This is an optimization exercise on Yosys and OpenROAD, whose aim is small area and few clock cycles per item, not a production implementation. In this exercise RTL edits were held to simulation tests only and were not proved equivalent to the original. Power figures rest on the tool's default switching activity, not on a simulated workload.

<file path="design/flow/design.v">
package fp_add_pkg;
    localparam int EXP_W = 8;
    localparam int MAN_W = 23;
    localparam int FP_W  = 1 + EXP_W + MAN_W;
    localparam int SIG_W = MAN_W + 1;           
    typedef logic [FP_W-1:0] fp_word_t;
    typedef logic [EXP_W-1:0] exp_t;
    typedef logic [SIG_W-1:0] sig_t;
    typedef logic [SIG_W:0] sum_t;              
    typedef logic [$clog2(SIG_W + 1)-1:0] lz_t;
    localparam exp_t EXP_MAX = '1;              
endpackage
module fp_unpack_align (
    input  logic                 i_clk,
    input  logic                 i_rst_n,
    input  logic                 i_valid,
    input  fp_add_pkg::fp_word_t i_fp1,
    input  fp_add_pkg::fp_word_t i_fp2,
    output logic                 o_valid,
    output logic                 o_big_sign,
    output logic                 o_small_sign,
    output fp_add_pkg::exp_t     o_exp,
    output fp_add_pkg::sig_t     o_big_sig,
    output fp_add_pkg::sig_t     o_small_sig,
    output logic                 o_force_inf,
    output logic                 o_pass_zero
);
    logic                         fp1_sign;
    fp_add_pkg::exp_t             fp1_exp;
    logic [fp_add_pkg::MAN_W-1:0] fp1_man;
    fp_add_pkg::sig_t             fp1_sig;
    logic                         fp1_inf;
    logic                         fp1_zero;
    logic                         fp2_sign;
    fp_add_pkg::exp_t             fp2_exp;
    logic [fp_add_pkg::MAN_W-1:0] fp2_man;
    fp_add_pkg::sig_t             fp2_sig;
    logic                         fp2_inf;
    logic                         fp2_zero;
    logic                         fp1_big;
    fp_add_pkg::exp_t             big_exp;
    fp_add_pkg::exp_t             small_exp;
    fp_add_pkg::exp_t             exp_diff;
    fp_add_pkg::sig_t             big_sig;
    fp_add_pkg::sig_t             small_sig;
    fp_add_pkg::sig_t             small_aligned;
    assign fp1_sign = i_fp1[fp_add_pkg::FP_W-1];
    assign fp1_exp  = i_fp1[fp_add_pkg::FP_W-2 -: fp_add_pkg::EXP_W];
    assign fp1_man  = i_fp1[fp_add_pkg::MAN_W-1:0];
    assign fp2_sign = i_fp2[fp_add_pkg::FP_W-1];
    assign fp2_exp  = i_fp2[fp_add_pkg::FP_W-2 -: fp_add_pkg::EXP_W];
    assign fp2_man  = i_fp2[fp_add_pkg::MAN_W-1:0];
    assign fp1_inf  = (fp1_exp == fp_add_pkg::EXP_MAX);
    assign fp2_inf  = (fp2_exp == fp_add_pkg::EXP_MAX);
    assign fp1_zero = (fp1_exp == '0);                      
    assign fp2_zero = (fp2_exp == '0);
    assign fp1_sig = fp1_zero ? '0 : {1'b1, fp1_man};
    assign fp2_sig = fp2_zero ? '0 : {1'b1, fp2_man};
    assign fp1_big = ({fp1_exp, fp1_sig} >= {fp2_exp, fp2_sig});
    assign big_exp   = fp1_big ? fp1_exp : fp2_exp;
    assign small_exp = fp1_big ? fp2_exp : fp1_exp;
    assign big_sig   = fp1_big ? fp1_sig : fp2_sig;
    assign small_sig = fp1_big ? fp2_sig : fp1_sig;
    assign exp_diff      = big_exp - small_exp;
    assign small_aligned = (exp_diff >= fp_add_pkg::SIG_W) ? '0 : (small_sig >> exp_diff);
    always_ff @(posedge i_clk or negedge i_rst_n) begin
        if (!i_rst_n) begin
            o_valid <= 1'b0;
        end else begin
            o_valid <= i_valid;
        end
    end
    always_ff @(posedge i_clk) begin
        if (i_valid) begin
            o_big_sign   <= fp1_big ? fp1_sign : fp2_sign;
            o_small_sign <= fp1_big ? fp2_sign : fp1_sign;
            o_exp        <= big_exp;
            o_big_sig    <= big_sig;
            o_small_sig  <= small_aligned;
            o_force_inf  <= fp1_inf | fp2_inf;
            o_pass_zero  <= fp1_zero & fp2_zero;
        end
    end
endmodule
module fp_mag_add (
    input  logic             i_clk,
    input  logic             i_rst_n,
    input  logic             i_valid,
    input  logic             i_big_sign,
    input  logic             i_small_sign,
    input  fp_add_pkg::exp_t i_exp,
    input  fp_add_pkg::sig_t i_big_sig,
    input  fp_add_pkg::sig_t i_small_sig,
    input  logic             i_force_inf,
    input  logic             i_pass_zero,
    output logic             o_valid,
    output logic             o_sign,
    output fp_add_pkg::exp_t o_exp,
    output fp_add_pkg::sum_t o_sum,
    output logic             o_force_inf,
    output logic             o_is_zero
);
    logic             same_sign;
    fp_add_pkg::sum_t sum;
    assign same_sign = (i_big_sign == i_small_sign);
    assign sum = same_sign ? ({1'b0, i_big_sig} + {1'b0, i_small_sig})
                           : ({1'b0, i_big_sig} - {1'b0, i_small_sig});
    always_ff @(posedge i_clk or negedge i_rst_n) begin
        if (!i_rst_n) begin
            o_valid <= 1'b0;
        end else begin
            o_valid <= i_valid;
        end
    end
    always_ff @(posedge i_clk) begin
        if (i_valid) begin
            o_sign      <= i_big_sign;                
            o_exp       <= i_exp;
            o_sum       <= sum;
            o_force_inf <= i_force_inf;
            o_is_zero   <= i_pass_zero | (sum == '0);  
        end
    end
endmodule
module fp_normalize (
    input  logic                 i_clk,
    input  logic                 i_rst_n,
    input  logic                 i_valid,
    input  logic                 i_sign,
    input  fp_add_pkg::exp_t     i_exp,
    input  fp_add_pkg::sum_t     i_sum,
    input  logic                 i_force_inf,
    input  logic                 i_is_zero,
    output logic                 o_valid,
    output fp_add_pkg::fp_word_t o_fp
);
    localparam int LZ_W = $clog2(fp_add_pkg::SIG_W + 1);    
    fp_add_pkg::lz_t              lz;
    fp_add_pkg::sig_t             norm_sig;
    logic [fp_add_pkg::EXP_W+1:0] exp_up;
    logic [fp_add_pkg::EXP_W+1:0] exp_dn;
    logic                         carry;
    logic                         res_sign;
    fp_add_pkg::exp_t             res_exp;
    logic [fp_add_pkg::MAN_W-1:0] res_man;
    assign carry = i_sum[fp_add_pkg::SIG_W];
    always_comb begin
        lz = fp_add_pkg::lz_t'(fp_add_pkg::SIG_W);
        for (int i = 0; i < fp_add_pkg::SIG_W; i++) begin
            if (i_sum[i]) begin
                lz = fp_add_pkg::lz_t'(fp_add_pkg::SIG_W - 1 - i);
            end
        end
    end
    assign norm_sig = i_sum[fp_add_pkg::SIG_W-1:0] << lz;
    assign exp_up = {2'b00, i_exp} + {{(fp_add_pkg::EXP_W+1){1'b0}}, 1'b1};
    assign exp_dn = {2'b00, i_exp} - {{(fp_add_pkg::EXP_W+2-LZ_W){1'b0}}, lz};
    always_comb begin
        res_sign = i_sign;
        res_exp  = i_exp;
        res_man  = norm_sig[fp_add_pkg::MAN_W-1:0];
        if (i_force_inf) begin
            res_sign = 1'b0;                           
            res_exp  = fp_add_pkg::EXP_MAX;
            res_man  = '0;
        end else if (i_is_zero) begin
            res_sign = 1'b0;
            res_exp  = '0;
            res_man  = '0;
        end else if (carry) begin
            if (exp_up >= {2'b00, fp_add_pkg::EXP_MAX}) begin
                res_exp = fp_add_pkg::EXP_MAX;         
                res_man = '0;
            end else begin
                res_exp = exp_up[fp_add_pkg::EXP_W-1:0];
                res_man = i_sum[fp_add_pkg::SIG_W-1:1];   
            end
        end else if (exp_dn[fp_add_pkg::EXP_W+1] || (exp_dn == '0)) begin
            res_sign = 1'b0;                           
            res_exp  = '0;
            res_man  = '0;
        end else begin
            res_exp = exp_dn[fp_add_pkg::EXP_W-1:0];
        end
    end
    always_ff @(posedge i_clk or negedge i_rst_n) begin
        if (!i_rst_n) begin
            o_valid <= 1'b0;
        end else begin
            o_valid <= i_valid;
        end
    end
    always_ff @(posedge i_clk) begin
        if (i_valid) begin
            o_fp <= {res_sign, res_exp, res_man};
        end
    end
endmodule
module fp_out_credit #(
    parameter int OUT_DEPTH    = 8,
    parameter int DOWN_CREDITS = 4
) (
    input  logic                 i_clk,
    input  logic                 i_rst_n,
    input  logic                 i_wr_valid,
    input  fp_add_pkg::fp_word_t i_wr_data,
    input  logic                 i_credit,
    output logic                 o_valid,
    output fp_add_pkg::fp_word_t o_fp,
    output logic                 o_in_credit
);
    localparam int PTR_W = (OUT_DEPTH > 1) ? $clog2(OUT_DEPTH) : 1;
    localparam int CNT_W = $clog2(OUT_DEPTH + 1);
    localparam int CRD_W = $clog2(DOWN_CREDITS + 1);
    fp_add_pkg::fp_word_t mem [OUT_DEPTH];
    logic [PTR_W-1:0] wr_ptr;
    logic [PTR_W-1:0] rd_ptr;
    logic [CNT_W-1:0] count;
    logic [CRD_W-1:0] down_credit;
    logic             pop;
    assign pop = (count != '0) && (down_credit != '0);
    assign o_valid     = pop;
    assign o_fp        = mem[rd_ptr];
    assign o_in_credit = pop;                    
    always_ff @(posedge i_clk) begin
        if (i_wr_valid) begin
            mem[wr_ptr] <= i_wr_data;
        end
    end
    always_ff @(posedge i_clk or negedge i_rst_n) begin
        if (!i_rst_n) begin
            wr_ptr <= '0;
            rd_ptr <= '0;
        end else begin
            if (i_wr_valid) begin
                wr_ptr <= (wr_ptr == PTR_W'(OUT_DEPTH - 1)) ? '0 : wr_ptr + 1'b1;
            end
            if (pop) begin
                rd_ptr <= (rd_ptr == PTR_W'(OUT_DEPTH - 1)) ? '0 : rd_ptr + 1'b1;
            end
        end
    end
    always_ff @(posedge i_clk or negedge i_rst_n) begin
        if (!i_rst_n) begin
            count <= '0;
        end else begin
            case ({i_wr_valid, pop})
                2'b10:   count <= count + 1'b1;
                2'b01:   count <= count - 1'b1;
                default: count <= count;
            endcase
        end
    end
    always_ff @(posedge i_clk or negedge i_rst_n) begin
        if (!i_rst_n) begin
            down_credit <= CRD_W'(DOWN_CREDITS);
        end else begin
            case ({i_credit, pop})
                2'b10:   down_credit <= down_credit + 1'b1;
                2'b01:   down_credit <= down_credit - 1'b1;
                default: down_credit <= down_credit;    
            endcase
        end
    end
endmodule
module fp_add_top #(
    parameter int OUT_DEPTH    = 8,
    parameter int DOWN_CREDITS = 4
) (
    input  logic                 i_clk,
    input  logic                 i_rst_n,
    input  logic                 i_valid,
    input  fp_add_pkg::fp_word_t i_fp1,
    input  fp_add_pkg::fp_word_t i_fp2,
    input  logic                 i_credit,
    output logic                 o_in_credit,
    output logic                 o_valid,
    output fp_add_pkg::fp_word_t o_fp
);
    logic                 s1_valid;
    logic                 s1_big_sign;
    logic                 s1_small_sign;
    fp_add_pkg::exp_t     s1_exp;
    fp_add_pkg::sig_t     s1_big_sig;
    fp_add_pkg::sig_t     s1_small_sig;
    logic                 s1_force_inf;
    logic                 s1_pass_zero;
    logic                 s2_valid;
    logic                 s2_sign;
    fp_add_pkg::exp_t     s2_exp;
    fp_add_pkg::sum_t     s2_sum;
    logic                 s2_force_inf;
    logic                 s2_is_zero;
    logic                 s3_valid;
    fp_add_pkg::fp_word_t s3_fp;
    fp_unpack_align fp_unpack_align_inst (
        .i_clk        (i_clk),
        .i_rst_n      (i_rst_n),
        .i_valid      (i_valid),
        .i_fp1        (i_fp1),
        .i_fp2        (i_fp2),
        .o_valid      (s1_valid),
        .o_big_sign   (s1_big_sign),
        .o_small_sign (s1_small_sign),
        .o_exp        (s1_exp),
        .o_big_sig    (s1_big_sig),
        .o_small_sig  (s1_small_sig),
        .o_force_inf  (s1_force_inf),
        .o_pass_zero  (s1_pass_zero)
    );
    fp_mag_add fp_mag_add_inst (
        .i_clk        (i_clk),
        .i_rst_n      (i_rst_n),
        .i_valid      (s1_valid),
        .i_big_sign   (s1_big_sign),
        .i_small_sign (s1_small_sign),
        .i_exp        (s1_exp),
        .i_big_sig    (s1_big_sig),
        .i_small_sig  (s1_small_sig),
        .i_force_inf  (s1_force_inf),
        .i_pass_zero  (s1_pass_zero),
        .o_valid      (s2_valid),
        .o_sign       (s2_sign),
        .o_exp        (s2_exp),
        .o_sum        (s2_sum),
        .o_force_inf  (s2_force_inf),
        .o_is_zero    (s2_is_zero)
    );
    fp_normalize fp_normalize_inst (
        .i_clk       (i_clk),
        .i_rst_n     (i_rst_n),
        .i_valid     (s2_valid),
        .i_sign      (s2_sign),
        .i_exp       (s2_exp),
        .i_sum       (s2_sum),
        .i_force_inf (s2_force_inf),
        .i_is_zero   (s2_is_zero),
        .o_valid     (s3_valid),
        .o_fp        (s3_fp)
    );
    fp_out_credit #(
        .OUT_DEPTH    (OUT_DEPTH),
        .DOWN_CREDITS (DOWN_CREDITS)
    ) fp_out_credit_inst (
        .i_clk       (i_clk),
        .i_rst_n     (i_rst_n),
        .i_wr_valid  (s3_valid),
        .i_wr_data   (s3_fp),
        .i_credit    (i_credit),
        .o_valid     (o_valid),
        .o_fp        (o_fp),
        .o_in_credit (o_in_credit)
    );
endmodule
</file>
<file path="design/flow/run.sh">
#!/bin/bash
# synth_recipe.tcl (not shown) runs the flow's synth.tcl, then flattens the netlist and writes it again
# the make line also repeats each setting of config.mk as NAME=value (left out here)
make -C /OpenROAD-flow-scripts/flow DESIGN_CONFIG=/design/flow/config.mk WORK_HOME=/design/flow/orfs CLKGATE_MAP_FILE= SYNTH_SCRIPT=/design/flow/synth_recipe.tcl finish
</file>
<file path="design/flow/config.mk">
export PLATFORM = sky130hd
export DESIGN_NAME = fp_add_top
export DESIGN_NICKNAME = fp_add_top
export VERILOG_FILES = /design/flow/design.v
export SDC_FILE = /design/flow/constraint.sdc
export NUM_CORES = 4
export LEC_CHECK = 0
export CAP_MARGIN = 20
export CORE_MARGIN = 2
export CORE_UTILIZATION = 40
export SLEW_MARGIN = 20
</file>
<file path="design/flow/constraint.sdc">
create_clock -name core_clock -period 6.0 [get_ports {i_clk}]
set_input_delay 1.2000 -clock core_clock [delete_from_list [all_inputs] [get_ports {i_clk}]]
set_output_delay 1.2000 -clock core_clock [all_outputs]
set_load 0.01 [all_outputs]
</file>
==> impl_metrics.xml <==
<?xml version="1.0" encoding="UTF-8"?>
<metrics>
  <group name="synthesis">
    <metric name="ys_ff_latch" unit="">400</metric>
    <metric name="yosysTopAreaCell" unit="">edfxtp_1</metric>
    <metric name="yosys.cell_types.count" unit="">87</metric>
    <metric name="top_post_synthesis_cells_by_area" unit="">edfxtp_1 53%, mux4_2 10%, ha_1 4.3%</metric>
    <metric name="synth-main-ff-cell" unit="">edfxtp_1</metric>
    <metric name="postSynthNetCount" unit="">1891</metric>
    <metric name="synthesis.area_per_instance" unit="sq um">12.59</metric>
    <metric name="postSynthCellCount" unit="">1744</metric>
    <metric name="seq_area_frac_synth" unit="%">54.33</metric>
    <metric name="yosysWarnings" unit="">4</metric>
    <metric name="synth_top_area_share" unit="%">52.50</metric>
    <metric name="synth_edf_count" unit="">384</metric>
    <metric name="mappedNetlistArea" unit="sq um">21960</metric>
    <metric name="postSynth.asyncResetShare" unit="%">4.000</metric>
  </group>
  <group name="layout">
    <metric name="postLayoutCoreUtil" unit="%">48.52</metric>
    <metric name="layout.cells.most_common" unit="">edfxtp_1</metric>
    <metric name="postLayoutCellArea" unit="sq um">26220</metric>
    <metric name="fin_nets" unit="">2111</metric>
    <metric name="area_growth" unit="%">19.36</metric>
    <metric name="antenna_cells" unit="">0</metric>
    <metric name="top_library_cells_by_usage_in_the_layout_fill_and_taps_aside" unit="">384 x edfxtp_1, 191 x nand2_1, 158 x buf_4, 119 x nor2_1, 100 x clkdlybuf4s50_1</metric>
    <metric name="layout-drive-gt1-share" unit="%">20.62</metric>
  </group>
  <group name="routing">
    <metric name="drt.antenna.violating_nets" unit="">0</metric>
    <metric name="detail_route.drc_violations" unit="">0</metric>
    <metric name="vias" unit="">14940</metric>
    <metric name="route.detailed.wl_per_inst" unit="microns">19.84</metric>
    <metric name="1st_iter_drt_viols" unit="">910</metric>
    <metric name="tritonroute_pass_1_iters" unit="">5</metric>
    <metric name="detail_route.vias_per_cell" unit="">5.557</metric>
    <metric name="totalWireLength" unit="microns">53350</metric>
  </group>
  <group name="placed_design">
    <metric name="portBuffers" unit="">101</metric>
    <metric name="place_worst_setup_slack" unit="ns">-0.2594</metric>
    <metric name="place.detailed.hpwl" unit="microns">38880</metric>
    <metric name="place.gp.congestion" unit="">0.9475</metric>
    <metric name="placed_area" unit="sq um">24910</metric>
  </group>
  <group name="grt">
    <metric name="grt_pass1_vias" unit="">15400</metric>
    <metric name="grt_pass1_wl" unit="microns">85000</metric>
    <metric name="grt_util_all_layers" unit="%">18.97</metric>
    <metric name="initial_antenna_violation_count" unit="">0</metric>
    <metric name="pin_count_of_the_biggest_net_entering_global_routing" unit="">62</metric>
    <metric name="grt_remaining_overflow" unit="">0</metric>
  </group>
  <group name="critical_path">
    <metric name="setup.reg_to_reg.worst_slack" unit="ns">0.76</metric>
    <metric name="worst-r2r-cell-count" unit="">16</metric>
    <metric name="cp_launch_point" unit="">i_fp1[28]</metric>
    <metric name="crit_path_end" unit="">fp_unpack_align_inst.o_small_sig[5]</metric>
    <metric name="worst_setup_path_start_kind" unit="">primary input</metric>
    <metric name="reg2reg_to" unit="">fp_mag_add_inst.o_is_zero</metric>
    <metric name="timing.critical_path.to_type" unit="">flop</metric>
    <metric name="setup.worst_path.class" unit="">in -&gt; reg</metric>
    <metric name="regToRegStartpoint" unit="">fp_unpack_align_inst.o_small_sig[0]</metric>
    <metric name="data_required_time_of_the_critical_path" unit="ns">6.40</metric>
    <metric name="worst_ep_arrival_time" unit="ns">6.04</metric>
    <metric name="cp_max_fo" unit="">17</metric>
  </group>
  <group name="floorplan">
    <metric name="floorplan.die_area" unit="sq um">56800</metric>
    <metric name="floorplan.io_pins" unit="">102</metric>
    <metric name="die_height" unit="microns">238.3</metric>
    <metric name="floorplan.rows" unit="">85</metric>
    <metric name="fp.dieW" unit="microns">238.3</metric>
    <metric name="initial_core_util" unit="%">40.65</metric>
    <metric name="core-area" unit="sq um">54030</metric>
  </group>
  <group name="run">
    <metric name="max_cap_viol_count" unit="">0</metric>
  </group>
  <group name="worst_hold_path">
    <metric name="hold_class" unit="">reg -&gt; reg</metric>
  </group>
  <group name="clock_network">
    <metric name="cts_root_buf" unit="">clkbuf_16</metric>
    <metric name="cts_buffer_depth" unit="">3</metric>
    <metric name="cts_h_tree_depth" unit="">2</metric>
    <metric name="ctsHoldBuffers" unit="">0</metric>
    <metric name="clk_transition_reported_paths" unit="ns">0.06</metric>
    <metric name="tritoncts_clock_tree" unit="">done</metric>
    <metric name="numCtsBuffers" unit="">40</metric>
    <metric name="cts_num_sinks" unit="">400</metric>
    <metric name="clock_latency" unit="ns">0.55</metric>
    <metric name="cts_repair_resize_count" unit="">0</metric>
    <metric name="cts_setup_buffers" unit="">0</metric>
  </group>
  <group name="sta">
    <metric name="finalSetupViolCount" unit="">0</metric>
    <metric name="fin_worst_skew" unit="ns">0.01133</metric>
    <metric name="finalHoldViolCount" unit="">0</metric>
    <metric name="timing.slew.headroom" unit="%">32.56</metric>
    <metric name="min_period_over_period" unit="%">93.98</metric>
    <metric name="tightestPinTransition" unit="ns">1.006</metric>
    <metric name="report.final.slew_viol_count" unit="">0</metric>
    <metric name="grt_setup_unrepaired" unit="">false</metric>
    <metric name="peak_clock_frequency_supported_by_timing" unit="MHz">177.3</metric>
    <metric name="layout_setup_ws" unit="ns">0.3612</metric>
    <metric name="final_period_minus_worst_setup_slack" unit="ns">5.639</metric>
  </group>
  <group name="power">
    <metric name="pwr_density_cell" unit="nW/um^2">435.6</metric>
    <metric name="cellLeakagePower" unit="nW">9.688</metric>
    <metric name="worst_ir_drop_vdd" unit="uV">201.2</metric>
  </group>
  <group name="outcome">
    <metric name="status" unit="">complete, no violations</metric>
  </group>
</metrics>
==> cell families after synthesis <==
family	after synthesis	share of synthesized area, %
buffers and inverters	172	3.048
AND/OR/NAND/NOR	491	10.18
AO/OA/AOI/OAI	348	10.70
adder cells (fa/ha/maj)	79	4.637
flip-flops	400	54.33
XOR/XNOR	66	2.632
multiplexers	188	14.46
==> sequential cells by signal, summed over array words and instances (netlist names) <==
name	count
fp_mag_add_inst.o_sign	1
fp_unpack_align_inst.o_big_sig	24
fp_mag_add_inst.o_sum	25
fp_unpack_align_inst.o_exp	8
fp_mag_add_inst.o_is_zero	1
fp_unpack_align_inst.o_pass_zero	1
fp_mag_add_inst.o_force_inf	1
fp_unpack_align_inst.o_big_sign	1
fp_mag_add_inst.o_valid	1
fp_out_credit_inst.mem	256
fp_normalize_inst.o_valid	1
fp_mag_add_inst.o_exp	8
fp_out_credit_inst.wr_ptr	3
fp_out_credit_inst.count	4
fp_unpack_align_inst.o_small_sig	24
fp_out_credit_inst.down_credit	3
fp_unpack_align_inst.o_small_sign	1
fp_unpack_align_inst.o_valid	1
fp_normalize_inst.o_fp	32
fp_unpack_align_inst.o_force_inf	1
fp_out_credit_inst.rd_ptr	3
==> synth_stat cells, drive strengths merged, types with 9 or more instances <==
cell type and number:
nor4 15, o31ai 17, mux2i 44, nor2 127
or4 9, mux4 99, nand2 192, xor2 30
o22ai 9, and2 12, nor3 36, nor2b 9
o21a 12, ha 75, clkbuf 64, a2111oi 9
edfxtp 384, dfrtp 15, nand2b 21, a22oi 9
xnor2 36, buf 23, inv 83, a211oi 17
a21oi 72, o21ai 83, mux2 45, a21o 25
o211ai 15, nand3 27, nand4 11
==> worst min path at each step <==
stage | start | end | slack (ns) | cells past startpoint
floorplan | fp_unpack_align_inst.o_exp[0] | fp_mag_add_inst.o_exp[0] | 0.40 | 0
global placement | fp_unpack_align_inst.o_exp[5] | fp_mag_add_inst.o_exp[5] | 0.41 | 0
detailed placement | fp_unpack_align_inst.o_exp[5] | fp_mag_add_inst.o_exp[5] | 0.41 | 0
CTS | fp_unpack_align_inst.o_exp[5] | fp_mag_add_inst.o_exp[5] | 0.42 | 0
global route | fp_unpack_align_inst.o_exp[5] | fp_mag_add_inst.o_exp[5] | 0.42 | 0
finish | fp_unpack_align_inst.o_exp[5] | fp_mag_add_inst.o_exp[5] | 0.42 | 0
==> per-layer routing <==
layer	GRT usage, %	up-vias	part of all wire (%)
met2	34.14	379	51
li1	-	7131	-
met5	0	-	0
met3	1.955	116	3.4
met4	7.311	0	3.3
met1	23.47	7316	42
==> critical path, cell delays in order <==
cell	delay (ns)
clkdlybuf4s50_1	0.45
nor4_1	0.29
nand2_1	0.09
buf_4	0.22
nand2_1	0.12
inv_1	0.07
ha_1	0.31
a21oi_1	0.14
o21ai_0	0.16
a2111oi_1	0.43
a31o_4	0.26
a21o_2	0.14
nand2_1	0.05
a2bb2oi_1	0.12
ha_1	0.33
buf_12	0.17
mux4_2	0.52
mux2i_1	0.26
mux2i_1	0.16
o21ai_0	0.32
nor2_1	0.07
a21oi_1	0.12
==> per-stage QoR <==
stage	power (mW)	hold WS, ns	setup TNS (ns)	instances
3_5_place_dp	8.996	0.4066	-4.180	2618
4_1_cts	11.51	0.4213	0	2689
2_1_floorplan	7.294	0.4003	0	1744
5_1_grt	12.07	0.4250	0	2689
3_3_place_gp	8.920	0.4067	-3.642	2618
6_report	11.42	0.4169	0	2689
==> area by class of cell <==
class / instances / area (sq um)
clock buffers: 49 / 1075
clock inverters: 22 / 231.5
fillers: 4790 / 27810
inverters: 85 / 324.1
multi-input cells: 1172 / 9464
flip-flops and latches: 400 / 11940
well taps: 696 / 870.8
repair buffers: 265 / 2312
==> report_power, final <==
| group | switching (mW) | leakage [nW] | internal [mW] |
|---|---|---|---|
| registers | 0.531 | 3.83 | 3.66 |
| clock network | 1.02 | 0.633 | 1.45 |
| logic | 2.43 | 5.22 | 2.32 |
| total | 3.99 | 9.69 | 7.43 |
Testbench counts, summed over its fixed seeds: cycles 8,032, items 8,000.

[port drivers added, routing unchanged]
How much do the figures lean on ideal ports? The routed layout below was timed once more, with nothing changed but the port constraints.
Step 1 (the two cells are an assumption about what drives the block):
set clk [get_ports {i_clk}]
set_driving_cell -lib_cell sky130_fd_sc_hd__clkbuf_16 $clk
set_driving_cell -lib_cell sky130_fd_sc_hd__buf_2 [delete_from_list [all_inputs] $clk]
Step 2, shift: input delay + t, output delay - t, t = (earliest + latest rising clock arrival at the registers) / 2. This alone moves slack from input paths to output paths.
a / b / c = ideal / step 1 / step 2; a / b = the first two.
shift t [ns]: 0.605
setup slack, ns: 0.361 / 0.394 / -0.211
worst data-port slew with drivers (ns): 0.05
pins driven straight from the clock port: 1
With both steps, setup timing fails in this run, where it was met with ideal ports. For this run, drivers alone change the setup slack by +0.033 ns; drivers and shift together by -0.572 ns.
